This design comes from an exercise in tuning for small area, a short achievable clock period and few clock cycles per item on the open sky130 flow, not from production work.
No run shown here included a check of the RTL's function; only the layout flow was run.

--- design/flow/design.v ---
`timescale 1ns / 1ps
package pfp_pkg;
   localparam int CHANNEL_COUNT = 8;
   localparam int FRAME_BYTES   = 21;
   localparam logic [7:0] SOF_A     = 8'hAA;
   localparam logic [7:0] SOF_B     = 8'h55;
   localparam logic [7:0] HEADER_ID = 8'h01;
   localparam logic [7:0] LEN_BYTE  = 8'h10;
   localparam logic [7:0] HDR_SUM   = 8'h10;
   localparam int          DUTY_S     = 18;
   localparam logic [33:0] DUTY_K     = 34'd1717987;
   localparam logic [33:0] DUTY_C_POS = 34'h20001FD9A;
   localparam logic [33:0] DUTY_C_NEG = 34'h20001FF35;
   localparam logic [15:0] DUTY_MAX   = 16'h7FFF;
endpackage
`timescale 1ns / 1ps
module pfp_front (
   input  logic                 clock,
   input  logic                 reset,
   input  logic                 in_v,
   input  logic [7:0]           in_b,
   input  logic                 in_be,
   output logic                 hit,
   output logic                 wr,
   output logic [4:0]           fill,
   output logic [4:0]           fill_n,
   output logic [15:0][7:0]     win
);
   logic [15:0]       tag;
   logic [7:0]        tsum;      
   logic [3:0]        pf;        
   logic              full;
   logic              restart;
   assign full    = fill[4] & fill[2];    
   assign hit     = in_v && full && tag[0] && (tsum == in_b);
   assign restart = hit || in_be;
   assign wr      = in_v && !restart && (fill >= 5'd4);
   always_comb begin
      if (reset || (in_v && restart)) fill_n = '0;
      else if (in_v && !full)         fill_n = fill + 1'b1;
      else                            fill_n = fill;
   end
   always_ff @(posedge clock) fill <= fill_n;
   always_ff @(posedge clock) begin
      if (reset) begin
         tsum <= pfp_pkg::HDR_SUM;
         pf   <= '0;
      end else if (in_v) begin
         if (restart) begin
            tsum <= pfp_pkg::HDR_SUM;
            pf   <= '0;
         end else begin
            if (wr) tsum <= tsum + in_b - (full ? win[0] : 8'd0);
            pf[0] <= (in_b == pfp_pkg::SOF_A);
            pf[1] <= pf[0] && (in_b == pfp_pkg::SOF_B);
            pf[2] <= pf[1] && (in_b == pfp_pkg::HEADER_ID);
            pf[3] <= pf[2] && (in_b == pfp_pkg::LEN_BYTE);
         end
      end
   end
   always_ff @(posedge clock) begin
      if (wr) begin
         win <= {in_b, win[15:1]};
         tag <= {pf[3], tag[15:1]};
      end
   end
endmodule
`timescale 1ns / 1ps
module pfp_queue (
   input  logic                 clock,
   input  logic                 reset,
   input  logic                 hit,
   input  logic                 wr,
   input  logic                 take,
   input  logic [15:0][7:0]     win,
   output logic                 pend,
   output logic [3:0]           rd_pos,
   output logic                 pend_n,
   output logic [3:0]           rd_pos_n,
   output logic [15:0]          rd_raw
);
   logic       read;
   logic [2:0] rd_ch;
   assign read = take && pend;
   always_comb begin
      if (reset)                          pend_n = 1'b0;
      else if (hit)                       pend_n = 1'b1;
      else if (read && rd_ch == 3'd7)     pend_n = 1'b0;
      else                                pend_n = pend;
      if (hit) rd_pos_n = '0;
      else     rd_pos_n = rd_pos + (read ? 4'd2 : 4'd0) - (wr ? 4'd1 : 4'd0);
   end
   always_ff @(posedge clock) begin
      pend   <= pend_n;
      rd_pos <= rd_pos_n;
      if (hit)       rd_ch <= '0;
      else if (read) rd_ch <= rd_ch + 1'b1;
   end
   logic [15:0] sel;
   always_comb begin
      for (int i = 0; i < 16; i++) sel[i] = (rd_pos == 4'(i));
      rd_raw = '0;
      for (int i = 0; i < 15; i++) begin
         rd_raw[15:8] |= {8{sel[i]}} & win[i];
         rd_raw[7:0]  |= {8{sel[i]}} & win[i+1];
      end
   end
endmodule
`timescale 1ns / 1ps
module pfp_back (
   input  logic                 clock,
   input  logic                 reset,
   input  logic                 pend,
   input  logic [15:0]          rd_raw,
   output logic                 take,
   output logic                 rsp_valid,
   input  logic                 rsp_ready,
   output logic [35:0]          rsp_data
);
   logic        adv;
   logic        take_b;
   logic        a_v;
   logic [15:0] a_raw;
   logic        a_neg;
   logic        a_sat;
   logic        b_v;
   logic [15:0] b_raw;
   logic        b_sat;
   logic [15:0] b_x;
   logic [15:0] b_y;
   logic        b_c;
   logic        o_v;
   logic [2:0]  o_ch;
   logic        o_last;
   logic [15:0] o_raw;
   logic [15:0] o_duty;
   logic [33:0] mx;
   logic [33:0] my;
   logic [18:0] lo;
   logic        sent;
   assign adv    = !o_v || rsp_ready;
   assign take_b = !b_v || adv;
   assign take   = !a_v || take_b;
   assign sent   = o_v && rsp_ready;
   always_ff @(posedge clock) begin
      if (reset) begin
         a_v    <= 1'b0;
         b_v    <= 1'b0;
         o_v    <= 1'b0;
         o_ch   <= '0;
         o_last <= 1'b0;
      end else begin
         if (take)   a_v <= pend;
         if (take_b) b_v <= a_v;
         if (adv)    o_v <= b_v;
         if (sent) begin
            o_ch   <= o_ch + 1'b1;
            o_last <= (o_ch == 3'd6);
         end
      end
   end
   pfp_mul u_mul (.r(a_raw[13:0]), .neg(a_neg), .x(mx), .y(my));
   assign lo = {1'b0, mx[17:0]} + {1'b0, my[17:0]};
   always_ff @(posedge clock) begin
      if (take) begin
         a_raw <= rd_raw;
         a_neg <= (rd_raw < 16'd5000);
         a_sat <= (rd_raw >= 16'd10000);
      end
      if (take_b) begin
         b_raw <= a_raw;
         b_sat <= a_sat;
         b_x   <= mx[33:18];
         b_y   <= my[33:18];
         b_c   <= lo[18];
      end
      if (adv) begin
         o_raw  <= b_raw;
         o_duty <= b_sat ? pfp_pkg::DUTY_MAX : (b_x + b_y + 16'(b_c));
      end
   end
   assign rsp_valid = o_v;
   assign rsp_data  = {o_ch, o_raw, o_duty, o_last};
endmodule
module pfp_mul (
   input  logic [13:0] r,
   input  logic        neg,
   output logic [33:0] x,
   output logic [33:0] y
);
   logic [13:0] rn;
   logic        pos;
   assign rn  = ~r;
   assign pos = ~neg;
   logic s1;
   logic c2;
   logic s3;
   logic c4;
   logic s5;
   logic c6;
   logic s7;
   logic c8;
   logic s9;
   logic c10;
   logic s11;
   logic c12;
   logic s13;
   logic c14;
   logic s15;
   logic c16;
   logic s17;
   logic c18;
   logic s19;
   logic c20;
   logic s21;
   logic c22;
   logic s23;
   logic c24;
   logic s25;
   logic c26;
   logic s27;
   logic c28;
   logic s29;
   logic c30;
   logic s31;
   logic c32;
   logic s33;
   logic c34;
   logic s35;
   logic c36;
   logic s37;
   logic c38;
   logic s39;
   logic c40;
   logic s41;
   logic c42;
   logic s43;
   logic c44;
   logic s45;
   logic c46;
   logic s47;
   logic c48;
   logic s49;
   logic c50;
   logic s51;
   logic c52;
   logic s53;
   logic c54;
   logic s55;
   logic c56;
   logic s57;
   logic c58;
   logic s59;
   logic c60;
   logic s61;
   logic c62;
   logic s63;
   logic c64;
   logic s65;
   logic c66;
   logic s67;
   logic c68;
   logic s69;
   logic c70;
   logic s71;
   logic c72;
   logic s73;
   logic c74;
   logic s75;
   logic c76;
   logic s77;
   logic c78;
   logic s79;
   logic c80;
   logic s81;
   logic c82;
   logic s83;
   logic c84;
   logic s85;
   logic c86;
   logic s87;
   logic c88;
   logic s89;
   logic c90;
   logic s91;
   logic c92;
   logic s93;
   logic c94;
   logic s95;
   logic c96;
   logic s97;
   logic c98;
   logic s99;
   logic c100;
   logic s101;
   logic c102;
   logic s103;
   logic c104;
   logic s105;
   logic c106;
   logic s107;
   logic c108;
   logic s109;
   logic c110;
   logic s111;
   logic c112;
   logic s113;
   logic c114;
   logic s115;
   logic c116;
   logic s117;
   logic c118;
   logic s119;
   logic c120;
   logic s121;
   logic c122;
   logic s123;
   logic c124;
   logic s125;
   logic c126;
   logic s127;
   logic c128;
   logic s129;
   logic c130;
   logic s131;
   logic c132;
   logic s133;
   logic c134;
   logic s135;
   logic c136;
   logic s137;
   logic c138;
   logic s139;
   logic c140;
   logic s141;
   logic c142;
   logic s143;
   logic c144;
   logic s145;
   logic c146;
   logic s147;
   logic c148;
   logic s149;
   logic c150;
   logic s151;
   logic c152;
   logic s153;
   logic c154;
   logic s155;
   logic c156;
   logic s157;
   logic c158;
   logic s159;
   logic c160;
   logic s161;
   logic c162;
   logic s163;
   logic c164;
   logic s165;
   logic c166;
   logic s167;
   logic c168;
   logic s169;
   logic c170;
   logic s171;
   logic c172;
   logic s173;
   logic c174;
   logic s175;
   logic c176;
   logic s177;
   logic c178;
   logic s179;
   logic c180;
   logic s181;
   logic c182;
   logic s183;
   logic c184;
   logic s185;
   logic c186;
   logic s187;
   logic c188;
   logic s189;
   logic c190;
   logic s191;
   logic c192;
   assign s1 = r[7] ^ rn[1];
   assign c2 = r[7] & rn[1];
   assign s3 = r[8] ^ rn[2] ^ rn[5];
   assign c4 = (r[8] & rn[2]) | (r[8] & rn[5]) | (rn[2] & rn[5]);
   assign s5 = r[9] ^ rn[0] ^ rn[3];
   assign c6 = (r[9] & rn[0]) | (r[9] & rn[3]) | (rn[0] & rn[3]);
   assign s7 = rn[6] ^ rn[11];
   assign c8 = rn[6] & rn[11];
   assign s9 = r[10] ^ rn[1] ^ rn[4];
   assign c10 = (r[10] & rn[1]) | (r[10] & rn[4]) | (rn[1] & rn[4]);
   assign s11 = rn[7] ^ rn[12];
   assign c12 = rn[7] & rn[12];
   assign s13 = r[11] ^ rn[2] ^ rn[5];
   assign c14 = (r[11] & rn[2]) | (r[11] & rn[5]) | (rn[2] & rn[5]);
   assign s15 = rn[8] ^ rn[13];
   assign c16 = rn[8] & rn[13];
   assign s17 = r[0] ^ r[12] ^ rn[3];
   assign c18 = (r[0] & r[12]) | (r[0] & rn[3]) | (r[12] & rn[3]);
   assign s19 = rn[6] ^ rn[9] ^ 1'b1;
   assign c20 = (rn[6] & rn[9]) | (rn[6] & 1'b1) | (rn[9] & 1'b1);
   assign s21 = r[1] ^ r[13] ^ rn[4];
   assign c22 = (r[1] & r[13]) | (r[1] & rn[4]) | (r[13] & rn[4]);
   assign s23 = rn[7] ^ rn[10] ^ 1'b1;
   assign c24 = (rn[7] & rn[10]) | (rn[7] & 1'b1) | (rn[10] & 1'b1);
   assign s25 = r[2] ^ rn[5] ^ rn[8];
   assign c26 = (r[2] & rn[5]) | (r[2] & rn[8]) | (rn[5] & rn[8]);
   assign s27 = rn[11] ^ 1'b1;
   assign c28 = rn[11] & 1'b1;
   assign s29 = r[0] ^ r[3] ^ rn[6];
   assign c30 = (r[0] & r[3]) | (r[0] & rn[6]) | (r[3] & rn[6]);
   assign s31 = rn[9] ^ rn[12];
   assign c32 = rn[9] & rn[12];
   assign s33 = r[1] ^ r[4] ^ rn[7];
   assign c34 = (r[1] & r[4]) | (r[1] & rn[7]) | (r[4] & rn[7]);
   assign s35 = rn[10] ^ rn[13];
   assign c36 = rn[10] & rn[13];
   assign s37 = r[2] ^ r[5] ^ rn[0];
   assign c38 = (r[2] & r[5]) | (r[2] & rn[0]) | (r[5] & rn[0]);
   assign s39 = rn[8] ^ rn[11];
   assign c40 = rn[8] & rn[11];
   assign s41 = r[3] ^ r[6] ^ rn[1];
   assign c42 = (r[3] & r[6]) | (r[3] & rn[1]) | (r[6] & rn[1]);
   assign s43 = rn[9] ^ rn[12];
   assign c44 = rn[9] & rn[12];
   assign s45 = r[0] ^ r[4] ^ r[7];
   assign c46 = (r[0] & r[4]) | (r[0] & r[7]) | (r[4] & r[7]);
   assign s47 = rn[2] ^ rn[10] ^ rn[13];
   assign c48 = (rn[2] & rn[10]) | (rn[2] & rn[13]) | (rn[10] & rn[13]);
   assign s49 = r[1] ^ r[5] ^ r[8];
   assign c50 = (r[1] & r[5]) | (r[1] & r[8]) | (r[5] & r[8]);
   assign s51 = rn[3] ^ rn[11] ^ 1'b1;
   assign c52 = (rn[3] & rn[11]) | (rn[3] & 1'b1) | (rn[11] & 1'b1);
   assign s53 = r[2] ^ r[6] ^ r[9];
   assign c54 = (r[2] & r[6]) | (r[2] & r[9]) | (r[6] & r[9]);
   assign s55 = rn[4] ^ rn[12] ^ 1'b1;
   assign c56 = (rn[4] & rn[12]) | (rn[4] & 1'b1) | (rn[12] & 1'b1);
   assign s57 = r[3] ^ r[7] ^ r[10];
   assign c58 = (r[3] & r[7]) | (r[3] & r[10]) | (r[7] & r[10]);
   assign s59 = rn[5] ^ rn[13] ^ 1'b1;
   assign c60 = (rn[5] & rn[13]) | (rn[5] & 1'b1) | (rn[13] & 1'b1);
   assign s61 = r[4] ^ r[8] ^ r[11];
   assign c62 = (r[4] & r[8]) | (r[4] & r[11]) | (r[8] & r[11]);
   assign s63 = r[5] ^ r[9] ^ r[12];
   assign c64 = (r[5] & r[9]) | (r[5] & r[12]) | (r[9] & r[12]);
   assign s65 = r[6] ^ r[10] ^ r[13];
   assign c66 = (r[6] & r[10]) | (r[6] & r[13]) | (r[10] & r[13]);
   assign s67 = r[7] ^ r[11];
   assign c68 = r[7] & r[11];
   assign s69 = r[8] ^ r[12];
   assign c70 = r[8] & r[12];
   assign s71 = r[9] ^ r[13];
   assign c72 = r[9] & r[13];
   assign s73 = r[3] ^ rn[0];
   assign c74 = r[3] & rn[0];
   assign s75 = r[4] ^ rn[1] ^ rn[6];
   assign c76 = (r[4] & rn[1]) | (r[4] & rn[6]) | (rn[1] & rn[6]);
   assign s77 = r[5] ^ rn[2] ^ rn[7];
   assign c78 = (r[5] & rn[2]) | (r[5] & rn[7]) | (rn[2] & rn[7]);
   assign s79 = r[6] ^ rn[0] ^ rn[3];
   assign c80 = (r[6] & rn[0]) | (r[6] & rn[3]) | (rn[0] & rn[3]);
   assign s81 = s1 ^ rn[4] ^ rn[9];
   assign c82 = (s1 & rn[4]) | (s1 & rn[9]) | (rn[4] & rn[9]);
   assign s83 = s3 ^ rn[10] ^ pos;
   assign c84 = (s3 & rn[10]) | (s3 & pos) | (rn[10] & pos);
   assign s85 = s5 ^ s7 ^ neg;
   assign c86 = (s5 & s7) | (s5 & neg) | (s7 & neg);
   assign s87 = s9 ^ s11 ^ c6;
   assign c88 = (s9 & s11) | (s9 & c6) | (s11 & c6);
   assign s89 = s13 ^ s15 ^ c10;
   assign c90 = (s13 & s15) | (s13 & c10) | (s15 & c10);
   assign s91 = s17 ^ s19 ^ c14;
   assign c92 = (s17 & s19) | (s17 & c14) | (s19 & c14);
   assign s93 = s21 ^ s23 ^ c18;
   assign c94 = (s21 & s23) | (s21 & c18) | (s23 & c18);
   assign s95 = s25 ^ s27 ^ c22;
   assign c96 = (s25 & s27) | (s25 & c22) | (s27 & c22);
   assign s97 = s29 ^ s31 ^ c26;
   assign c98 = (s29 & s31) | (s29 & c26) | (s31 & c26);
   assign s99 = s33 ^ s35 ^ c30;
   assign c100 = (s33 & s35) | (s33 & c30) | (s35 & c30);
   assign s101 = s37 ^ s39 ^ c34;
   assign c102 = (s37 & s39) | (s37 & c34) | (s39 & c34);
   assign s103 = s41 ^ s43 ^ c38;
   assign c104 = (s41 & s43) | (s41 & c38) | (s43 & c38);
   assign s105 = s45 ^ s47 ^ c42;
   assign c106 = (s45 & s47) | (s45 & c42) | (s47 & c42);
   assign s107 = s49 ^ s51 ^ c46;
   assign c108 = (s49 & s51) | (s49 & c46) | (s51 & c46);
   assign s109 = s53 ^ s55 ^ c50;
   assign c110 = (s53 & s55) | (s53 & c50) | (s55 & c50);
   assign s111 = s57 ^ s59 ^ c54;
   assign c112 = (s57 & s59) | (s57 & c54) | (s59 & c54);
   assign s113 = s61 ^ rn[6] ^ c58;
   assign c114 = (s61 & rn[6]) | (s61 & c58) | (rn[6] & c58);
   assign s115 = s63 ^ rn[7] ^ 1'b1;
   assign c116 = (s63 & rn[7]) | (s63 & 1'b1) | (rn[7] & 1'b1);
   assign s117 = s65 ^ rn[8] ^ 1'b1;
   assign c118 = (s65 & rn[8]) | (s65 & 1'b1) | (rn[8] & 1'b1);
   assign s119 = s67 ^ rn[9] ^ 1'b1;
   assign c120 = (s67 & rn[9]) | (s67 & 1'b1) | (rn[9] & 1'b1);
   assign s121 = s69 ^ rn[10] ^ 1'b1;
   assign c122 = (s69 & rn[10]) | (s69 & 1'b1) | (rn[10] & 1'b1);
   assign s123 = s71 ^ rn[11] ^ 1'b1;
   assign c124 = (s71 & rn[11]) | (s71 & 1'b1) | (rn[11] & 1'b1);
   assign s125 = r[10] ^ rn[12] ^ 1'b1;
   assign c126 = (r[10] & rn[12]) | (r[10] & 1'b1) | (rn[12] & 1'b1);
   assign s127 = r[11] ^ rn[13];
   assign c128 = r[11] & rn[13];
   assign s129 = r[0] ^ rn[2];
   assign c130 = r[0] & rn[2];
   assign s131 = r[1] ^ rn[3] ^ pos;
   assign c132 = (r[1] & rn[3]) | (r[1] & pos) | (rn[3] & pos);
   assign s133 = r[2] ^ rn[4] ^ 1'b1;
   assign c134 = (r[2] & rn[4]) | (r[2] & 1'b1) | (rn[4] & 1'b1);
   assign s135 = s73 ^ rn[5] ^ pos;
   assign c136 = (s73 & rn[5]) | (s73 & pos) | (rn[5] & pos);
   assign s137 = s75 ^ neg ^ c74;
   assign c138 = (s75 & neg) | (s75 & c74) | (neg & c74);
   assign s139 = s77 ^ pos ^ c76;
   assign c140 = (s77 & pos) | (s77 & c76) | (pos & c76);
   assign s141 = s79 ^ rn[8] ^ c78;
   assign c142 = (s79 & rn[8]) | (s79 & c78) | (rn[8] & c78);
   assign s143 = s81 ^ pos ^ c80;
   assign c144 = (s81 & pos) | (s81 & c80) | (pos & c80);
   assign s145 = s83 ^ c2 ^ c82;
   assign c146 = (s83 & c2) | (s83 & c82) | (c2 & c82);
   assign s147 = s85 ^ c4 ^ c84;
   assign c148 = (s85 & c4) | (s85 & c84) | (c4 & c84);
   assign s149 = s87 ^ c8 ^ c86;
   assign c150 = (s87 & c8) | (s87 & c86) | (c8 & c86);
   assign s151 = s89 ^ c12 ^ c88;
   assign c152 = (s89 & c12) | (s89 & c88) | (c12 & c88);
   assign s153 = s91 ^ c16 ^ c90;
   assign c154 = (s91 & c16) | (s91 & c90) | (c16 & c90);
   assign s155 = s93 ^ c20 ^ c92;
   assign c156 = (s93 & c20) | (s93 & c92) | (c20 & c92);
   assign s157 = s95 ^ c24 ^ c94;
   assign c158 = (s95 & c24) | (s95 & c94) | (c24 & c94);
   assign s159 = s97 ^ c28 ^ c96;
   assign c160 = (s97 & c28) | (s97 & c96) | (c28 & c96);
   assign s161 = s99 ^ c32 ^ c98;
   assign c162 = (s99 & c32) | (s99 & c98) | (c32 & c98);
   assign s163 = s101 ^ c36 ^ c100;
   assign c164 = (s101 & c36) | (s101 & c100) | (c36 & c100);
   assign s165 = s103 ^ c40 ^ c102;
   assign c166 = (s103 & c40) | (s103 & c102) | (c40 & c102);
   assign s167 = s105 ^ c44 ^ c104;
   assign c168 = (s105 & c44) | (s105 & c104) | (c44 & c104);
   assign s169 = s107 ^ c48 ^ c106;
   assign c170 = (s107 & c48) | (s107 & c106) | (c48 & c106);
   assign s171 = s109 ^ c52 ^ c108;
   assign c172 = (s109 & c52) | (s109 & c108) | (c52 & c108);
   assign s173 = s111 ^ c56 ^ c110;
   assign c174 = (s111 & c56) | (s111 & c110) | (c56 & c110);
   assign s175 = s113 ^ c60 ^ c112;
   assign c176 = (s113 & c60) | (s113 & c112) | (c60 & c112);
   assign s177 = s115 ^ c62 ^ c114;
   assign c178 = (s115 & c62) | (s115 & c114) | (c62 & c114);
   assign s179 = s117 ^ c64 ^ c116;
   assign c180 = (s117 & c64) | (s117 & c116) | (c64 & c116);
   assign s181 = s119 ^ c66 ^ c118;
   assign c182 = (s119 & c66) | (s119 & c118) | (c66 & c118);
   assign s183 = s121 ^ c68 ^ c120;
   assign c184 = (s121 & c68) | (s121 & c120) | (c68 & c120);
   assign s185 = s123 ^ c70 ^ c122;
   assign c186 = (s123 & c70) | (s123 & c122) | (c70 & c122);
   assign s187 = s125 ^ c72 ^ c124;
   assign c188 = (s125 & c72) | (s125 & c124) | (c72 & c124);
   assign s189 = s127 ^ 1'b1 ^ c126;
   assign c190 = (s127 & 1'b1) | (s127 & c126) | (1'b1 & c126);
   assign s191 = r[12] ^ 1'b1 ^ c128;
   assign c192 = (r[12] & 1'b1) | (r[12] & c128) | (1'b1 & c128);
   assign x[0] = rn[0];
   assign y[0] = pos;
   assign x[1] = rn[1];
   assign y[1] = 1'b1;
   assign x[2] = s129;
   assign y[2] = neg;
   assign x[3] = s131;
   assign y[3] = c130;
   assign x[4] = s133;
   assign y[4] = c132;
   assign x[5] = s135;
   assign y[5] = c134;
   assign x[6] = s137;
   assign y[6] = c136;
   assign x[7] = s139;
   assign y[7] = c138;
   assign x[8] = s141;
   assign y[8] = c140;
   assign x[9] = s143;
   assign y[9] = c142;
   assign x[10] = s145;
   assign y[10] = c144;
   assign x[11] = s147;
   assign y[11] = c146;
   assign x[12] = s149;
   assign y[12] = c148;
   assign x[13] = s151;
   assign y[13] = c150;
   assign x[14] = s153;
   assign y[14] = c152;
   assign x[15] = s155;
   assign y[15] = c154;
   assign x[16] = s157;
   assign y[16] = c156;
   assign x[17] = s159;
   assign y[17] = c158;
   assign x[18] = s161;
   assign y[18] = c160;
   assign x[19] = s163;
   assign y[19] = c162;
   assign x[20] = s165;
   assign y[20] = c164;
   assign x[21] = s167;
   assign y[21] = c166;
   assign x[22] = s169;
   assign y[22] = c168;
   assign x[23] = s171;
   assign y[23] = c170;
   assign x[24] = s173;
   assign y[24] = c172;
   assign x[25] = s175;
   assign y[25] = c174;
   assign x[26] = s177;
   assign y[26] = c176;
   assign x[27] = s179;
   assign y[27] = c178;
   assign x[28] = s181;
   assign y[28] = c180;
   assign x[29] = s183;
   assign y[29] = c182;
   assign x[30] = s185;
   assign y[30] = c184;
   assign x[31] = s187;
   assign y[31] = c186;
   assign x[32] = s189;
   assign y[32] = c188;
   assign x[33] = s191;
   assign y[33] = c190;
endmodule
`timescale 1ns / 1ps
module pwm_frame_parser (
   input  logic             clock,
   input  logic             reset,
   input  logic             req_valid,
   output logic             req_ready,
   input  logic [8:0]       req_data,
   output logic             rsp_valid,
   input  logic             rsp_ready,
   output logic [35:0]      rsp_data
);
   logic             in_v;
   logic [7:0]       in_b;
   logic             in_be;
   logic             hit;
   logic             wr;
   logic [4:0]       fill;
   logic [15:0][7:0] win;
   logic             take;
   logic             pend;
   logic [3:0]       rd_pos;
   logic [15:0]      rd_raw;
   always_ff @(posedge clock) begin
      in_v  <= in_v_n;
      in_b  <= req_data[8:1];
      in_be <= req_data[0];
   end
   logic             in_v_n;
   logic             pend_n;
   logic [4:0]       fill_n;
   logic [3:0]       rd_pos_n;
   logic             rr_n;
   assign in_v_n = !reset && req_valid && req_ready;
   assign rr_n   = !pend_n || (fill_n + 5'(in_v_n) < 5'd4)
                || (rd_pos_n > 4'(in_v_n && (fill_n >= 5'd4)));
   always_ff @(posedge clock) begin
      req_ready <= reset || rr_n;
   end
   pfp_front u_front (
      .clock (clock),
      .reset (reset),
      .in_v  (in_v),
      .in_b  (in_b),
      .in_be (in_be),
      .hit   (hit),
      .wr    (wr),
      .fill  (fill),
      .fill_n (fill_n),
      .win   (win)
   );
   pfp_queue u_queue (
      .clock  (clock),
      .reset  (reset),
      .hit    (hit),
      .wr     (wr),
      .take   (take),
      .win    (win),
      .pend   (pend),
      .rd_pos (rd_pos),
      .pend_n (pend_n),
      .rd_pos_n (rd_pos_n),
      .rd_raw (rd_raw)
   );
   pfp_back u_back (
      .clock     (clock),
      .reset     (reset),
      .pend      (pend),
      .rd_raw    (rd_raw),
      .take      (take),
      .rsp_valid (rsp_valid),
      .rsp_ready (rsp_ready),
      .rsp_data  (rsp_data)
   );
endmodule
--- design/flow/run.sh ---
#!/bin/bash
# synth_recipe.tcl (not shown) runs the flow's synth.tcl, then flattens the netlist and writes it again
# the make line also repeats each setting of config.mk as NAME=value (left out here)
make -C /OpenROAD-flow-scripts/flow DESIGN_CONFIG=/design/flow/config.mk WORK_HOME=/design/flow/orfs CLKGATE_MAP_FILE= SYNTH_SCRIPT=/design/flow/synth_recipe.tcl finish
--- design/flow/config.mk ---
export PLATFORM = sky130hd
export DESIGN_NAME = pwm_frame_parser
export DESIGN_NICKNAME = pwm_frame_parser
export VERILOG_FILES = /design/flow/design.v
export SDC_FILE = /design/flow/constraint.sdc
export NUM_CORES = 4
export LEC_CHECK = 0
export ABC_CLOCK_PERIOD_IN_PS = 2500
export CAP_MARGIN = 20
export CORE_MARGIN = 2
export CORE_UTILIZATION = 40
export SETUP_SLACK_MARGIN = 4.3
export SLEW_MARGIN = 20
--- design/flow/constraint.sdc ---
create_clock -name core_clock -period 7.0 [get_ports {clock}]
set_input_delay 1.4000 -clock core_clock [delete_from_list [all_inputs] [get_ports {clock}]]
set_output_delay 1.4000 -clock core_clock [all_outputs]
set_load 0.01 [all_outputs]
==> summary.txt, run 1 <==
largest net degree at the start of global routing: 77
worst-path maximum fanout: 4
Hold Vio Cnt, Final: 0
Via density: 5.27
clock sinks: 287
share of layout cells above drive strength 1: 15.8%
clk buf depth: 3
vias in the first global route: 8971
post-synthesis cell type count: 74
Crit-path slowest cell: fa_2
CP Data Required Time: 7.30 ns
Post-DP HPWL: 19.7 mm
Layout area overhead: 18.0%
Die X: 196 um
setup violators final: 0
max incr delay on CP: 0.59 ns
Cell Chain, Critical Path: inv_2 > fa_2 > inv_1 > fa_1 > fa_1 > inv_2 > ha_4 > a21o_1 > a21o_1 > a21oi_2 > o21ai_1 > a31oi_1 > o21ai_1
period utilisation layout: 47.8%
synth warn: 4
placed insts: 1636
Final GP Congestion: 0.841
clk root buf: clkbuf_16
# hold bufs at CTS: 0
DIE AREA: 38400 um2
sequential element share of the synthesized area: 55.5%
worst-skew pair later-pin latency: 0.56 ns
Final ANT Viol Nets: 0
top cells by area, synth: edfxtp_1, fa_1, ha_1, dfxtp_1, inv_1
Crit path arrival time: 3.65 ns
Slew @ Worst Pin: 0.970 ns
port bufs: 50
DR WL/cell: 18.1 um
status: no timing/DRC/antenna violations
top cell type by total area after synthesis: edfxtp_1
cts bufs inserted: 30
dominant synthesized flop cell: edfxtp_1
crit end category: flip-flop
area of the core: 36400 um2
Post-route DRC: 0
final cell count without fillers: 1746
overflow left after global routing: 0
Setup crit start: u_back.a_raw[5]
std cell rows: 70
RSZ-0062 raised after global routing: true
final WL: 31.6 mm
synthesized flop and latch total: 287
Initial Util: 40.5%
fraction of registers with async set or reset after synthesis: 0%
Layout Nets: 1423
FMAX: 299 MHz
Setup Skew: 0.0146 ns
final setup margin: 3.65 ns
setup TNS: 0 ns
CP startpoint kind: flip-flop
Syn Nets: 1323
Post-synth EDFFs: 244
Mapped Avg Cell Area: 12.8 um2
Synth top area share: 49.7%
Final Util: 47.8%
Gate Count Post-Synth: 1154
drt initial violations: 646
I/O pins: 51
H-tree Lvls: 1
first-pass GRT wire length: 48.8 mm
Antenna Cells: 0
Die Y: 196 um
fin. max-slew vios: 0
hold path start: u_back.b_raw[9]
Worst-path clk slew: 0.06 ns
pre-CTS setup slack: 2.77 ns
CTS tree: done
Worst Hold Class: flip-flop to flip-flop
Setup Crit Path Kind: flip-flop to flip-flop
Netlist Area Pre-Place: 14800 um2
vias: 9210
worst rel slew slack: 35.3%
r2r startpoint: u_back.a_raw[5]
Tot GR Track Use: 16.0%
DRT Pass-1 Iters: 5
min Tclk post-route: 3.35 ns
maxcap violations: 0
initial antenna violation count: 0
cell usage in the layout, fill, tap and decap left out, drive strengths merged, types with 4 or more instances in the layout:
master         count
a32oi              4
o21ai             31
or3                6
nand3             43
a21oi             61
clkinv             9
ha                80
bufinv             4
dlygate4sd2       38
clkbuf            43
nand4              8
xnor2             25
inv              170
a222oi            10
xor2               5
a21o              13
nand2b            12
dfxtp             43
buf               59
or2                5
o211ai             6
mux2               6
fa                76
a211oi             5
mux2i              8
a221oi            17
nor3              11
nor2b              4
and3              13
clkdlybuf4s50     10
nor2              44
and2               5
a31oi              7
edfxtp           244
nand2             70
a22oi             33
routing by layer:
metal / vias to the layer above / part of all wire, % / GRT usage (%)
met3: 62 / 4.7 / 2.27
met2: 259 / 49 / 27.2
met1: 4548 / 44 / 21.5
met5: - / 0 / 0
met4: 0 / 3.0 / 4.71
li1: 4341 / - / -
metrics by stage:
stage          instance area [um2]  hold slack [ns]
2_1_floorplan                14800            0.400
3_3_place_gp                 15700            0.403
3_5_place_dp                 15700            0.405
4_1_cts                      17100            0.415
5_1_grt                      17400            0.425
6_report                     17400            0.414
worst max-delay path, delay by kind of cell (launching register included):
family / cells / cell delay (ns)
buffers and inverters: 3 / 0.21
adders and majority gates: 4 / 1.74
DFF: 1 / 0.41
AOI/OAI and AO/OA: 6 / 0.76
layout make-up:
class                           count  area (um2)
Inverter                          171         656
Clock inverter                     15         189
Timing Repair Buffer              110         988
Multi-Input combinational cell    654        5930
Sequential cell                   287        8220
Fill cell                        3214       19000
Clock buffer                       41         842
Tap cell                          468         586
synth_stat cells (all sizes together) (5+ instances only):
library cell,instances
nand3,42
nand4,8
mux2,6
a211oi,5
or2,5
o21ai,31
ha,80
mux2i,8
dfxtp,43
a31oi,7
xor2,5
xnor2,25
clkbuf,10
and3,13
or3,6
a21o,13
nor2,44
nand2b,12
a22oi,33
fa,76
inv,171
nand2,70
buf,35
a21oi,61
edfxtp,244
o211ai,6
nor3,11
a222oi,10
a221oi,17
path summary, 6_finish.rpt:
kind,endpoint,slack [ns],cells past startpoint
worst max-delay path,u_back.b_c,3.65,13
worst min-delay path,u_back.o_raw[9],0.41,0
worst max register to register,u_back.b_c,3.65,13
worst min register to register,u_back.o_raw[9],0.41,0
logic make-up (layout without fill, tap and decap cells):
kind of cell,Yosys count,after routing,synth area share (%)
buffers and inverters,217,337,6.22
XOR/XNOR,31,31,1.94
flip-flops,287,287,55.5
adder cells (fa/ha/maj),156,156,17.1
AND/OR/NAND/NOR,227,231,7.45
AO/OA/AOI/OAI,219,219,10.3
multiplexers,17,17,1.46
registers in the layout (all words and copies together) (netlist names), 16 cells and up:
register and flops:
u_back.o_duty 16, u_back.a_raw 16, u_front.tag 16, u_back.b_x 16, u_back.o_raw 16, u_back.b_y 16
u_back.b_raw 16, u_front.win 128
what timing repair did:
| action | 4_1_cts | 5_1_grt |
|---|---|---|
| endpoints found under the setup margin | 204 | 127 |
| hold endpoints to repair | 0 | 0 |
| setup buffers | 28 | 20 |
| pin swaps | 27 | 29 |
| resized for setup | 71 | 48 |
| gates cloned | 4 | 2 |
==> run 2: changes to the inputs <==
--- a/design/flow/config.mk
+++ b/design/flow/config.mk
@@ -8,6 +8,6 @@
 export ABC_CLOCK_PERIOD_IN_PS = 2500
 export CAP_MARGIN = 20
 export CORE_MARGIN = 2
-export CORE_UTILIZATION = 40
-export SETUP_SLACK_MARGIN = 4.3
+export CORE_UTILIZATION = 60
+export SETUP_SLACK_MARGIN = 3.7
 export SLEW_MARGIN = 20
==> summary.txt, run 2 <==
Netlist Area Pre-Place: 14800 um2 (unchanged)
DRT Pass-1 Iters: 5 (unchanged)
area share of fa/ha/maj cells after synthesis: 17.1% (unchanged)
clk root buf: clkbuf_16 (unchanged)
clk buf depth: 3 (unchanged)
first-pass GRT wire length: 47.2 mm (was 48.8 mm)
final WL: 29.3 mm (was 31.6 mm)
Synth Area in Compound Gates: 10.3% (unchanged)
Initial Util: 60.8% (was 40.5%)
fin. max-slew vios: 0 (unchanged)
commonest cells in the synthesized netlist: edfxtp_1, inv_1, ha_1 (unchanged)
largest net degree at the start of global routing: 83 (was 77)
Mapped Avg Cell Area: 12.8 um2 (unchanged)
status: no timing/DRC/antenna violations (unchanged)
max reg flops: 128 (unchanged)
Setup Crit Path Kind: flip-flop to flip-flop (unchanged)
Post-DP HPWL: 19.0 mm (was 19.7 mm)
std cell rows: 57 (was 70)
Worst Hold Class: flip-flop to flip-flop (unchanged)
Synth Area in XOR/XNOR: 1.94% (unchanged)
I/O pins: 51 (unchanged)
maxcap violations: 0 (unchanged)
H-tree Lvls: 1 (unchanged)
vias in the first global route: 8851 (was 8971)
Syn Nets: 1323 (unchanged)
Gate Count Post-Synth: 1154 (unchanged)
Die Y: 161 um (was 196 um)
worst-skew pair later-pin latency: 0.55 ns (was 0.56 ns)
top cell type by total area after synthesis: edfxtp_1 (unchanged)
RSZ-0062 raised after global routing: true (unchanged)
Setup Skew: 0.0186 ns (was 0.0146 ns)
setup violators final: 0 (unchanged)
multiplexer share of the synthesized area: 1.46% (unchanged)
FMAX: 296 MHz (was 299 MHz)
drt initial violations: 793 (was 646)
dominant synthesized flop cell: edfxtp_1 (unchanged)
Slew @ Worst Pin: 1.02 ns (was 0.970 ns)
Layout area overhead: 13.9% (was 18.0%)
CTS tree: done (unchanged)
pre-CTS setup slack: 2.79 ns (was 2.77 ns)
final setup margin: 3.62 ns (was 3.65 ns)
sequential element share of the synthesized area: 55.5% (unchanged)
port bufs: 50 (unchanged)
commonest non-fill, non-tap cell in the layout: edfxtp_1 (unchanged)
Tot GR Track Use: 23.1% (was 16.0%)
DIE AREA: 25900 um2 (was 38400 um2)
worst rel slew slack: 32.3% (was 35.3%)
Post-route DRC: 0 (unchanged)
min Tclk post-route: 3.38 ns (was 3.35 ns)
largest family of logic cells by synthesized area: adder cells (unchanged)
most frequent cells in the layout: edfxtp_1, inv_1, ha_1, fa_1, nand2_1 (was edfxtp_1, inv_1, fa_1, ha_1, nand2_1)
overflow left after global routing: 0 (unchanged)
synth warn: 4 (unchanged)
period utilisation layout: 48.2% (was 47.8%)
Antenna Cells: 0 (unchanged)
clock sinks: 287 (unchanged)
vias: 9083 (was 9210)
post-synthesis cell type count: 74 (unchanged)
Crit path arrival time: 3.68 ns (was 3.65 ns)
DR WL/cell: 18.6 um (was 18.1 um)
Die X: 161 um (was 196 um)
area of the core: 24200 um2 (was 36400 um2)
initial antenna violation count: 0 (unchanged)
Synth top area share: 49.7% (unchanged)
top cells by area, synth: edfxtp_1, fa_1, ha_1, dfxtp_1, inv_1 (unchanged)
# hold bufs at CTS: 0 (unchanged)
Synth Area in Simple Gates: 7.45% (unchanged)
synthesized flop and latch total: 287 (unchanged)
worst-path maximum fanout: 3 (was 4)
Post-synth EDFFs: 244 (unchanged)
Hold Vio Cnt, Final: 0 (unchanged)
Most flops, register: u_front.win (unchanged)
Via density: 5.77 (was 5.27)
cts bufs inserted: 31 (was 30)
CP Data Required Time: 7.30 ns (about the same)
CP startpoint kind: flip-flop (unchanged)
fraction of registers with async set or reset after synthesis: 0% (unchanged)
Final ANT Viol Nets: 0 (unchanged)
crit end category: flip-flop (unchanged)
Layout Nets: 1396 (was 1423)
share of layout cells above drive strength 1: 10.4% (was 15.8%)
most common cell in the netlist: edfxtp_1 (unchanged)
setup TNS: 0 ns (unchanged)
Final GP Congestion: 0.862 (was 0.841)
Worst-path clk slew: 0.06 ns (about the same)
[run 2: cell counts after synthesis]
Identical to the previous run, type by type.
[run 2: worst max-delay path, cell delays in order (launching register included)]
cell	delay (ns)
edfxtp_1	0.44
buf_6	0.16
fa_1	0.57
inv_2	0.05
fa_1	0.49
inv_2	0.04
fa_2	0.48
ha_4	0.17
a21o_1	0.17
a21o_1	0.16
a21oi_2	0.10
o21ai_1	0.08
a31oi_1	0.15
o21ai_1	0.07
[run 2: final cells by class]
type	instances	area [um2]
clock buffers	45	900
clock inverters	12	138
fillers	1760	7440
inverters	171	651
multi-input cells	652	5760
flip-flops and latches	287	8190
well taps	324	405
repair buffers	83	754
repair inverters	1	5.00
[run 2: repair_timing]
action	4_1_cts	5_1_grt
endpoints found under the setup margin	4	3
buffers inserted	22	2
pin swaps	4	6
gates cloned	1	2
gates resized for setup	1	12
[run 2: cells by family after synthesis]
logic type	count (synthesis)
mux	17
simple gates	227
xor+xnor	31
flops	287
compound gates	219
fa+ha+maj	156
buf+inv	217
[run 2: layer usage]
| layer | part of all wire, % | global-route usage (%) |
|---|---|---|
| met4 | 2.8 | 6.90 |
| met5 | 0 | 0 |
| met1 | 43 | 32.5 |
| met2 | 48 | 38.1 |
| met3 | 6.2 | 2.87 |
[run 2: worst paths after layout]
path,from,to,slack [ns],depth (start not counted)
max reg2reg,u_back.a_raw[2],u_back.b_c,3.62,13
max,u_back.a_raw[2],u_back.b_c,3.62,13
min reg2reg,u_back.a_sat,u_back.b_sat,0.41,0
min,u_back.a_sat,u_back.b_sat,0.41,0
[run 2: per-stage QoR]
step / cell area (um2) / utilization [%] / std cells / hold slack, ns
after global placement: 15500 / 64.0 / 1491 / 0.401
after floorplan: 14800 / - / 1154 / 0.400
after detailed placement: 15500 / 64.0 / 1491 / 0.405
final: 16800 / 69.3 / 1575 / 0.412
after global routing: 16800 / 69.3 / 1575 / 0.420
after CTS: 16700 / 69.1 / 1571 / 0.413
==> run 3: changes to the inputs <==
--- a/design/flow/design.v
+++ b/design/flow/design.v
@@ -72,27 +72,41 @@
    input  logic                 hit,
    input  logic                 wr,
    input  logic                 take,
+   input  logic [4:0]           fill_n,
    input  logic [15:0][7:0]     win,
    output logic                 pend,
-   output logic [3:0]           rd_pos,
-   output logic                 pend_n,
-   output logic [3:0]           rd_pos_n,
+   output logic                 req_ready,
    output logic [15:0]          rd_raw
 );
    logic       read;
    logic [2:0] rd_ch;
+   logic [3:0] rd_pos;
+   logic       pend_r;      
+   logic       pend_s;      
+   logic [3:0] pos_r;
+   logic [3:0] pos_s;
+   logic       rr_r;
+   logic       rr_s;
+   logic       nw;          
+   logic       wn;          
    assign read = take && pend;
-   always_comb begin
-      if (reset)                          pend_n = 1'b0;
-      else if (hit)                       pend_n = 1'b1;
-      else if (read && rd_ch == 3'd7)     pend_n = 1'b0;
-      else                                pend_n = pend;
-      if (hit) rd_pos_n = '0;
-      else     rd_pos_n = rd_pos + (read ? 4'd2 : 4'd0) - (wr ? 4'd1 : 4'd0);
-   end
+   assign pend_s = hit || pend;
+   assign pos_s  = hit ? 4'd0 : rd_pos - 4'(wr);
+   assign pend_r = (rd_ch != 3'd7);
+   assign pos_r  = rd_pos + 4'd2 - 4'(wr);
+   assign nw     = (fill_n + 5'(req_ready) < 5'd4);
+   assign wn     = req_ready && (fill_n >= 5'd4);
+   assign rr_s   = !pend_s || nw || (pos_s > 4'(wn));
+   assign rr_r   = !pend_r || nw || (pos_r > 4'(wn));
    always_ff @(posedge clock) begin
-      pend   <= pend_n;
-      rd_pos <= rd_pos_n;
+      if (reset) begin
+         pend      <= 1'b0;
+         req_ready <= 1'b1;
+      end else begin
+         pend      <= read ? pend_r : pend_s;
+         req_ready <= read ? rr_r : rr_s;
+      end
+      rd_pos <= read ? pos_r : pos_s;
       if (hit)       rd_ch <= '0;
       else if (read) rd_ch <= rd_ch + 1'b1;
    end
@@ -665,24 +679,15 @@
    logic [15:0][7:0] win;
    logic             take;
    logic             pend;
-   logic [3:0]       rd_pos;
+   logic             in_v_n;
+   logic [4:0]       fill_n;
    logic [15:0]      rd_raw;
    always_ff @(posedge clock) begin
       in_v  <= in_v_n;
       in_b  <= req_data[8:1];
       in_be <= req_data[0];
    end
-   logic             in_v_n;
-   logic             pend_n;
-   logic [4:0]       fill_n;
-   logic [3:0]       rd_pos_n;
-   logic             rr_n;
    assign in_v_n = !reset && req_valid && req_ready;
-   assign rr_n   = !pend_n || (fill_n + 5'(in_v_n) < 5'd4)
-                || (rd_pos_n > 4'(in_v_n && (fill_n >= 5'd4)));
-   always_ff @(posedge clock) begin
-      req_ready <= reset || rr_n;
-   end
    pfp_front u_front (
       .clock (clock),
       .reset (reset),
@@ -703,9 +708,8 @@
       .take   (take),
       .win    (win),
       .pend   (pend),
-      .rd_pos (rd_pos),
-      .pend_n (pend_n),
-      .rd_pos_n (rd_pos_n),
+      .fill_n (fill_n),
+      .req_ready (req_ready),
       .rd_raw (rd_raw)
    );
    pfp_back u_back (
--- a/design/flow/config.mk
+++ b/design/flow/config.mk
@@ -8,6 +8,6 @@
 export ABC_CLOCK_PERIOD_IN_PS = 2500
 export CAP_MARGIN = 20
 export CORE_MARGIN = 2
-export CORE_UTILIZATION = 60
-export SETUP_SLACK_MARGIN = 3.7
+export CORE_UTILIZATION = 40
+export SETUP_SLACK_MARGIN = 3.8
 export SLEW_MARGIN = 20
==> summary.txt, run 3 <==
status: no timing/DRC/antenna violations (unchanged)
multi-input logic area: 5910 um2 (was 5760 um2)
top cell type by total area after synthesis: edfxtp_1 (unchanged)
Synth Area in Simple Gates: 7.95% (was 7.45%)
Synth Area in XOR/XNOR: 1.99% (was 1.94%)
final setup margin: 3.43 ns (was 3.62 ns)
Final GP Congestion: 0.835 (was 0.862)
sequential element share of the synthesized area: 55.2% (was 55.5%)
Die Y: 197 um (was 161 um)
most frequent cells in the layout: edfxtp_1, inv_1, nand2_1, ha_1, fa_1 (was edfxtp_1, inv_1, ha_1, fa_1, nand2_1)
clk buf depth: 3 (unchanged)
vias in the first global route: 9234 (was 8851)
fill count: 3197 (was 1760)
share of layout cells above drive strength 1: 10.7% (was 10.4%)
Hold Vio Cnt, Final: 0 (unchanged)
setup TNS: 0 ns (unchanged)
vias: 9235 (was 9083)
DR WL/cell: 17.3 um (was 18.6 um)
initial antenna violation count: 0 (unchanged)
FMAX: 280 MHz (was 296 MHz)
area of the core: 36500 um2 (was 24200 um2)
Layout area overhead: 16.4% (was 13.9%)
DIE AREA: 38600 um2 (was 25900 um2)
crit end category: flip-flop (unchanged)
first-pass GRT wire length: 49.6 mm (was 47.2 mm)
Mapped Avg Cell Area: 12.6 um2 (was 12.8 um2)
post-synthesis cell type count: 63 (was 74)
top cells by area, synth: edfxtp_1, fa_1, ha_1, dfxtp_1, inv_1 (unchanged)
std cell rows: 70 (was 57)
Worst Hold Class: flip-flop to flip-flop (unchanged)
clk root buf: clkbuf_16 (unchanged)
Setup Crit Path Kind: flip-flop to flip-flop (unchanged)
Crit path arrival time: 3.88 ns (was 3.68 ns)
crit-path leading delay family: adder cells (unchanged)
max incr delay on CP: 0.59 ns (was 0.57 ns)
synthesized flop and latch total: 287 (unchanged)
Tot GR Track Use: 16.2% (was 23.1%)
drt initial violations: 793 (unchanged)
Crit-path slowest cell: fa_1 (unchanged)
min Tclk post-route: 3.57 ns (was 3.38 ns)
WP buf/inv: 3 (unchanged)
worst-path maximum fanout: 4 (was 3)
largest family of logic cells by synthesized area: adder cells (unchanged)
DRT Pass-1 Iters: 6 (was 5)
H-tree Lvls: 1 (unchanged)
Stages on worst setup path: 13 (unchanged)
Die X: 197 um (was 161 um)
commonest non-fill, non-tap cell in the layout: edfxtp_1 (unchanged)
worst rel slew slack: 41.3% (was 32.3%)
largest net degree at the start of global routing: 83 (unchanged)
maxcap violations: 0 (unchanged)
cts bufs inserted: 31 (unchanged)
Hold Crit Depth: 0 (unchanged)
final WL: 30.4 mm (was 29.3 mm)
Synth top area share: 49.4% (was 49.7%)
pre-CTS setup slack: 2.38 ns (was 2.79 ns)
max reg flops: 128 (unchanged)
Initial Util: 40.6% (was 60.8%)
fraction of registers with async set or reset after synthesis: 0% (unchanged)
setup violators final: 0 (unchanged)
period utilisation layout: 51.0% (was 48.2%)
Worst-path clk slew: 0.06 ns (about the same)
port bufs: 50 (unchanged)
dominant synthesized flop cell: edfxtp_1 (unchanged)
placed insts: 1662 (was 1491)
clock sinks: 287 (unchanged)
Most flops, register: u_front.win (unchanged)
final cell count without fillers: 1754 (was 1575)
Layout Nets: 1433 (was 1396)
Cell Chain, Critical Path: inv_2 > fa_1 > inv_2 > fa_1 > inv_2 > fa_2 > ha_4 > o211ai_1 > or3_1 > a21oi_1 > a21oi_2 > nand3_1 > a221o_1 (was buf_6 > fa_1 > inv_2 > fa_1 > inv_2 > fa_2 > ha_4 > a21o_1 > a21o_1 > a21oi_2 > o21ai_1 > a31oi_1 > o21ai_1)
Synth Area in Compound Gates: 10.5% (was 10.3%)
Via density: 5.27 (was 5.77)
Final Util: 47.2% (was 69.3%)
Reg area: 8200 um2 (was 8190 um2)
Post-synth EDFFs: 244 (unchanged)
CP Data Required Time: 7.31 ns (was 7.30 ns)
CP most frequent cell: inv_2
Post-DP HPWL: 20.3 mm (was 19.0 mm)
synth warn: 4 (unchanged)
fin. max-slew vios: 0 (unchanged)
area share of fa/ha/maj cells after synthesis: 17.2% (was 17.1%)
# hold bufs at CTS: 0 (unchanged)
most common cell in the netlist: edfxtp_1 (unchanged)
multiplexer share of the synthesized area: 1.38% (was 1.46%)
Netlist Area Pre-Place: 14800 um2 (about the same)
Reg2Reg Depth: 13 (unchanged)
Syn Nets: 1351 (was 1323)
RSZ-0062 raised after global routing: true (unchanged)
Slew @ Worst Pin: 0.880 ns (was 1.02 ns)
overflow left after global routing: 0 (unchanged)
Gate Count Post-Synth: 1179 (was 1154)
Final ANT Viol Nets: 0 (unchanged)
Antenna Cells: 0 (unchanged)
I/O pins: 51 (unchanged)
worst-skew pair later-pin latency: 0.58 ns (was 0.55 ns)
commonest cells in the synthesized netlist: edfxtp_1, inv_1, ha_1, nand2_1, fa_1 (was edfxtp_1, inv_1, ha_1)
CP startpoint kind: flip-flop (unchanged)
Post-route DRC: 0 (unchanged)
Setup Skew: 0.0179 ns (was 0.0186 ns)
CTS tree: done (unchanged)
[run 3: changes by cell type after synthesis, moves of 5 or more]
cell and delta:
nand3b_1 +5, a21oi_1 -16, nor4_1 +6, nand2b_1 -7, xor2_1 +5, buf_6 -5
o211ai_1 +7, nand2_1 +14, a221oi_1 -7, mux2i_1 +9, a21o_1 -8, o21ai_0 +17
buf_1 +6
[run 3: repair_timing]
action	in CTS	in global routing
setup buffers	27	7
endpoints found under the setup margin	91	87
resized for setup	10	11
endpoints found under the hold margin	0	0
pin swaps	3	10
[run 3: logic make-up after synthesis]
| group | count (synthesis) |
|---|---|
| DFF | 287 |
| and+or+nand+nor | 245 |
| AOI/OAI and AO/OA | 221 |
| buffers and inverters | 215 |
| adders and majority gates | 159 |
| xor gates and xnor gates | 32 |
| muxes | 20 |
[run 3: worst paths after layout]
kind	start	endpoint	slack [ns]
setup / recovery	u_back.a_raw[5]	u_back.b_c	3.43
hold / removal	u_back.b_raw[9]	u_back.o_raw[9]	0.42
setup reg to reg	u_back.a_raw[5]	u_back.b_c	3.43
hold reg to reg	u_back.b_raw[9]	u_back.o_raw[9]	0.42
[run 3: stage by stage]
stage | area, um2 | hold slack (ns)
6_report | 17300 | 0.419
5_1_grt | 17300 | 0.428
4_1_cts | 17200 | 0.422
3_3_place_gp | 15900 | 0.403
2_1_floorplan | 14900 | 0.400
3_5_place_dp | 15900 | 0.405
[run 3: layout make-up]
cell class                      instances  share of cell area [%]
Clock buffer                           35                    4.58
Inverter                              170                    3.72
Tap cell                              468                    3.39
Clock inverter                         23                    1.56
Sequential cell                       287                    47.5
Timing Repair Buffer                   94                    4.94
Multi-Input combinational cell        677                    34.3
[run 3: worst reg2reg max path: stages (launching register included)]
cell	delay, ns
edfxtp_1	0.43
inv_2	0.10
fa_1	0.59
inv_2	0.05
fa_1	0.49
inv_2	0.05
fa_2	0.57
ha_4	0.22
o211ai_1	0.07
or3_1	0.12
a21oi_1	0.04
a21oi_2	0.16
nand3_1	0.10
a221o_1	0.31
[run 3: metal layers]
layer	global-route usage [%]	routed length [um]	up-vias
met3	2.74	1420	69
li1	-	-	4404
met4	6.45	1150	0
met1	22.6	13900	4532
met2	25.2	14000	230
met5	0	0	-
==> run 4: changes to the inputs <==
--- a/design/flow/design.v
+++ b/design/flow/design.v
@@ -136,13 +136,16 @@
    logic        a_v;
    logic [15:0] a_raw;
    logic        a_neg;
-   logic        a_sat;
    logic        b_v;
    logic [15:0] b_raw;
    logic        b_sat;
    logic [15:0] b_x;
    logic [15:0] b_y;
    logic        b_c;
+   logic        b_g;
+   logic        b_p;
+   logic [6:0]  mid;
+   logic [5:0]  mid_p;
    logic        o_v;
    logic [2:0]  o_ch;
    logic        o_last;
@@ -150,7 +153,7 @@
    logic [15:0] o_duty;
    logic [33:0] mx;
    logic [33:0] my;
-   logic [18:0] lo;
+   logic [12:0] lo;
    logic        sent;
    assign adv    = !o_v || rsp_ready;
    assign take_b = !b_v || adv;
@@ -173,24 +176,27 @@
          end
       end
    end
+   assign a_neg = (a_raw < 16'd5000);
    pfp_mul u_mul (.r(a_raw[13:0]), .neg(a_neg), .x(mx), .y(my));
-   assign lo = {1'b0, mx[17:0]} + {1'b0, my[17:0]};
+   assign lo    = {1'b0, mx[11:0]} + {1'b0, my[11:0]};
+   assign mid   = {1'b0, mx[17:12]} + {1'b0, my[17:12]};
+   assign mid_p = mx[17:12] ^ my[17:12];
    always_ff @(posedge clock) begin
       if (take) begin
          a_raw <= rd_raw;
-         a_neg <= (rd_raw < 16'd5000);
-         a_sat <= (rd_raw >= 16'd10000);
       end
       if (take_b) begin
          b_raw <= a_raw;
-         b_sat <= a_sat;
+         b_sat <= (a_raw >= 16'd10000);
          b_x   <= mx[33:18];
          b_y   <= my[33:18];
-         b_c   <= lo[18];
+         b_c   <= lo[12];
+         b_g   <= mid[6];
+         b_p   <= &mid_p;
       end
       if (adv) begin
          o_raw  <= b_raw;
-         o_duty <= b_sat ? pfp_pkg::DUTY_MAX : (b_x + b_y + 16'(b_c));
+         o_duty <= b_sat ? pfp_pkg::DUTY_MAX : (b_x + b_y + 16'(b_g | (b_p & b_c)));
       end
    end
    assign rsp_valid = o_v;
--- a/design/flow/config.mk
+++ b/design/flow/config.mk
@@ -8,6 +8,6 @@
 export ABC_CLOCK_PERIOD_IN_PS = 2500
 export CAP_MARGIN = 20
 export CORE_MARGIN = 2
-export CORE_UTILIZATION = 40
-export SETUP_SLACK_MARGIN = 3.8
+export CORE_UTILIZATION = 60
+export SETUP_SLACK_MARGIN = 4.2
 export SLEW_MARGIN = 20
==> summary.txt, run 4 <==
area of the core: 24100 um2 (was 36500 um2)
maxcap violations: 0 (unchanged)
met3 usage: 3.66% (was 2.74%)
DRT Pass-1 Iters: 7 (was 6)
GR Layer Usage met2: 42.5% (was 25.2%)
CP startpoint kind: flip-flop (unchanged)
cts bufs inserted: 29 (was 31)
clock sinks: 287 (unchanged)
commonest non-fill, non-tap cell in the layout: edfxtp_1 (unchanged)
Antenna Cells: 0 (unchanged)
Synth top area share: 50.2% (was 49.4%)
worst rel slew slack: 41.9% (was 41.3%)
crit end category: flip-flop (unchanged)
vias in the first global route: 9352 (was 9234)
fin. max-slew vios: 0 (unchanged)
status: no timing/DRC/antenna violations (unchanged)
I/O pins: 51 (unchanged)
most common cell in the netlist: edfxtp_1 (unchanged)
Netlist Area Pre-Place: 14600 um2 (was 14800 um2)
pre-CTS setup slack: 2.97 ns (was 2.38 ns)
fill count: 1773 (was 3197)
setup violators final: 0 (unchanged)
post-synthesis cell type count: 60 (was 63)
final WL: 31.7 mm (was 30.4 mm)
Slew @ Worst Pin: 0.872 ns (was 0.880 ns)
Worst-path clk slew: 0.07 ns (was 0.06 ns)
Worst Hold Class: flip-flop to flip-flop (unchanged)
final setup margin: 3.49 ns (was 3.43 ns)
min Tclk post-route: 3.51 ns (was 3.57 ns)
DR WL/cell: 20.3 um (was 17.3 um)
commonest cells in the synthesized netlist: edfxtp_1, inv_1, ha_1 (was edfxtp_1, inv_1, ha_1, nand2_1, fa_1)
Layout Nets: 1382 (was 1433)
Final GP Congestion: 0.885 (was 0.835)
DIE AREA: 25600 um2 (was 38600 um2)
worst-path maximum fanout: 4 (unchanged)
Die Y: 160 um (was 197 um)
largest net degree at the start of global routing: 92 (was 83)
Post-synth EDFFs: 244 (unchanged)
overflow left after global routing: 0 (unchanged)
Setup Crit Path Kind: flip-flop to flip-flop (unchanged)
H-tree Lvls: 1 (unchanged)
top cells by area, synth: edfxtp_1, fa_1, ha_1, dfxtp_1, inv_1 (unchanged)
synth warn: 4 (unchanged)
port bufs: 50 (unchanged)
worst-skew pair later-pin latency: 0.56 ns (was 0.58 ns)
most frequent cells in the layout: edfxtp_1, inv_1, ha_1, fa_1, a22oi_1 (was edfxtp_1, inv_1, nand2_1, ha_1, fa_1)
Gate Count Post-Synth: 1120 (was 1179)
Initial Util: 60.5% (was 40.6%)
sequential element share of the synthesized area: 56.1% (was 55.2%)
top cell type by total area after synthesis: edfxtp_1 (unchanged)
std cell rows: 57 (was 70)
dominant synthesized flop cell: edfxtp_1 (unchanged)
GR peak layer: met2 (unchanged)
share of layout cells above drive strength 1: 13.5% (was 10.7%)
Post-DP HPWL: 21.2 mm (was 20.3 mm)
fraction of registers with async set or reset after synthesis: 0% (unchanged)
CTS tree: done (unchanged)
dpl cell area: 15500 um2 (was 15900 um2)
RSZ-0062 raised after global routing: true (unchanged)
Crit path arrival time: 3.81 ns (was 3.88 ns)
first-pass GRT wire length: 50.0 mm (was 49.6 mm)
Syn Nets: 1290 (was 1351)
initial antenna violation count: 1 (was 0)
Via density: 6.02 (was 5.27)
synthesized flop and latch total: 287 (unchanged)
Final Instance Area: 16900 um2 (was 17300 um2)
setup TNS: 0 ns (unchanged)
FMAX: 285 MHz (was 280 MHz)
Setup Skew: 0.0225 ns (was 0.0179 ns)
Hold Vio Cnt, Final: 0 (unchanged)
clk buf depth: 3 (unchanged)
worst hold slack: 0.415 ns (was 0.419 ns)
Layout area overhead: 16.0% (was 16.4%)
Post-route DRC: 0 (unchanged)
vias: 9382 (was 9235)
drt initial violations: 1011 (was 793)
Tot GR Track Use: 24.9% (was 16.2%)
Most flops, register: u_front.win (unchanged)
Mapped Avg Cell Area: 13.0 um2 (was 12.6 um2)
Final ANT Viol Nets: 0 (unchanged)
period utilisation layout: 50.2% (was 51.0%)
clk root buf: clkbuf_16 (unchanged)
CP Data Required Time: 7.30 ns (was 7.31 ns)
max reg flops: 128 (unchanged)
Die X: 160 um (was 197 um)
GR Util met1: 32.9% (was 22.6%)
-- run 4: cell types whose count changed after synthesis, moves of 12 or more --
cell and change:
buf_2 -23, o21ai_0 -27, nand3_1 -19, clkbuf_1 +29, a221oi_1 +12, a22o_1 +16, a22oi_1 +29, nand2_1 -53
and3_1 +16
-- run 4: timing repair --
item / CTS / global route
gates resized for setup: 63 / 36
endpoints found under the setup margin: 166 / 106
buffers inserted: 32 / 15
hold buffers: 0 / 0
pin swaps: 11 / 25
-- run 4: per-stage QoR --
stage / std cells / util, %
after floorplan: 1120 / -
after global placement: 1458 / 64.2
after detailed placement: 1458 / 64.2
after CTS: 1543 / 69.1
after global routing: 1558 / 70.2
final: 1558 / 70.2
-- run 4: path summary, 6_finish.rpt --
path / end / cells after the start / slack [ns] / startpoint
max: u_back.b_g / 14 / 3.49 / u_back.a_raw[5]
max reg2reg: u_back.b_g / 14 / 3.49 / u_back.a_raw[5]
min: u_front.tag[1] / 0 / 0.41 / u_front.tag[2]
min reg2reg: u_front.tag[1] / 0 / 0.41 / u_front.tag[2]
-- run 4: layout make-up --
type / count / area (um2) / area share [%]
timing repair buffer: 103 / 880 / 5.20
multi-input combinational: 623 / 5910 / 34.9
sequential: 287 / 8200 / 48.5
clock buffer: 37 / 776 / 4.58
inverter: 168 / 634 / 3.75
clock inverter: 16 / 123 / 0.724
tap: 324 / 405 / 2.40
-- run 4: kinds of logic (layout without fill, tap and decap cells) --
kind of cell / count (synthesis) / in the layout / share of synthesized area, %
mux: 8 / 8 / 0.549
flops: 287 / 287 / 56.1
simple gates: 211 / 211 / 7.68
xor+xnor: 31 / 31 / 1.86
compound gates: 216 / 216 / 11.0
fa+ha+maj: 157 / 157 / 17.3
buf+inv: 210 / 324 / 5.45
-- run 4: critical path, cell delays in order, from the launching register on --
cell and delay [ns]:
edfxtp_1 0.50, nor4_2 0.32, o211ai_1 0.18, a2111oi_4 0.42
inv_2 0.10, fa_2 0.55, inv_2 0.04, fa_2 0.35
ha_4 0.16, a21o_1 0.14, a21o_1 0.16, a21oi_2 0.11
nor2b_1 0.05, o21ai_1 0.12, nand2b_1 0.06
-- run 4: metal layers --
layer / routed length [um] / up-vias / part of all wire, %
met3: 2110 / 81 / 6.6
met4: 1140 / 2 / 3.6
met5: 13 / - / 0.041
li1: - / 4276 / -
met2: 15700 / 418 / 50
met1: 12700 / 4605 / 40

afterwards: timing with drivers on the ports:
No port has a modelled driver above. Below, the same layouts with a new extraction and two added sets of constraints. Step 1: set_driving_cell puts a clkbuf_16 on clock and a buf_2 on each other input, an assumption about the parent block. Step 2 moves the port delays by t, midway between the first and last clock arrival at a register: inputs arrive t later, outputs are due t later. That takes back most of the time a late clock gives input paths. a / b / c = ideal ports / drivers / drivers and shift; a / b = the first two.
run	t (ns)	slack for setup (ns)	worst setup path after step 2
run 1	0.601	3.651 / 3.651 / 3.552	input to register
run 2	0.591	3.623 / 3.623 / 3.157	input to register
run 3	0.621	3.430 / 3.430 / 3.008	input to register
run 4	0.595	3.488 / 3.488 / 3.488	register to register
After both steps setup and hold are still met in every run listed. For run 2, which loses most, drivers alone change the setup slack by 0.000 ns; drivers and shift together by -0.466 ns.
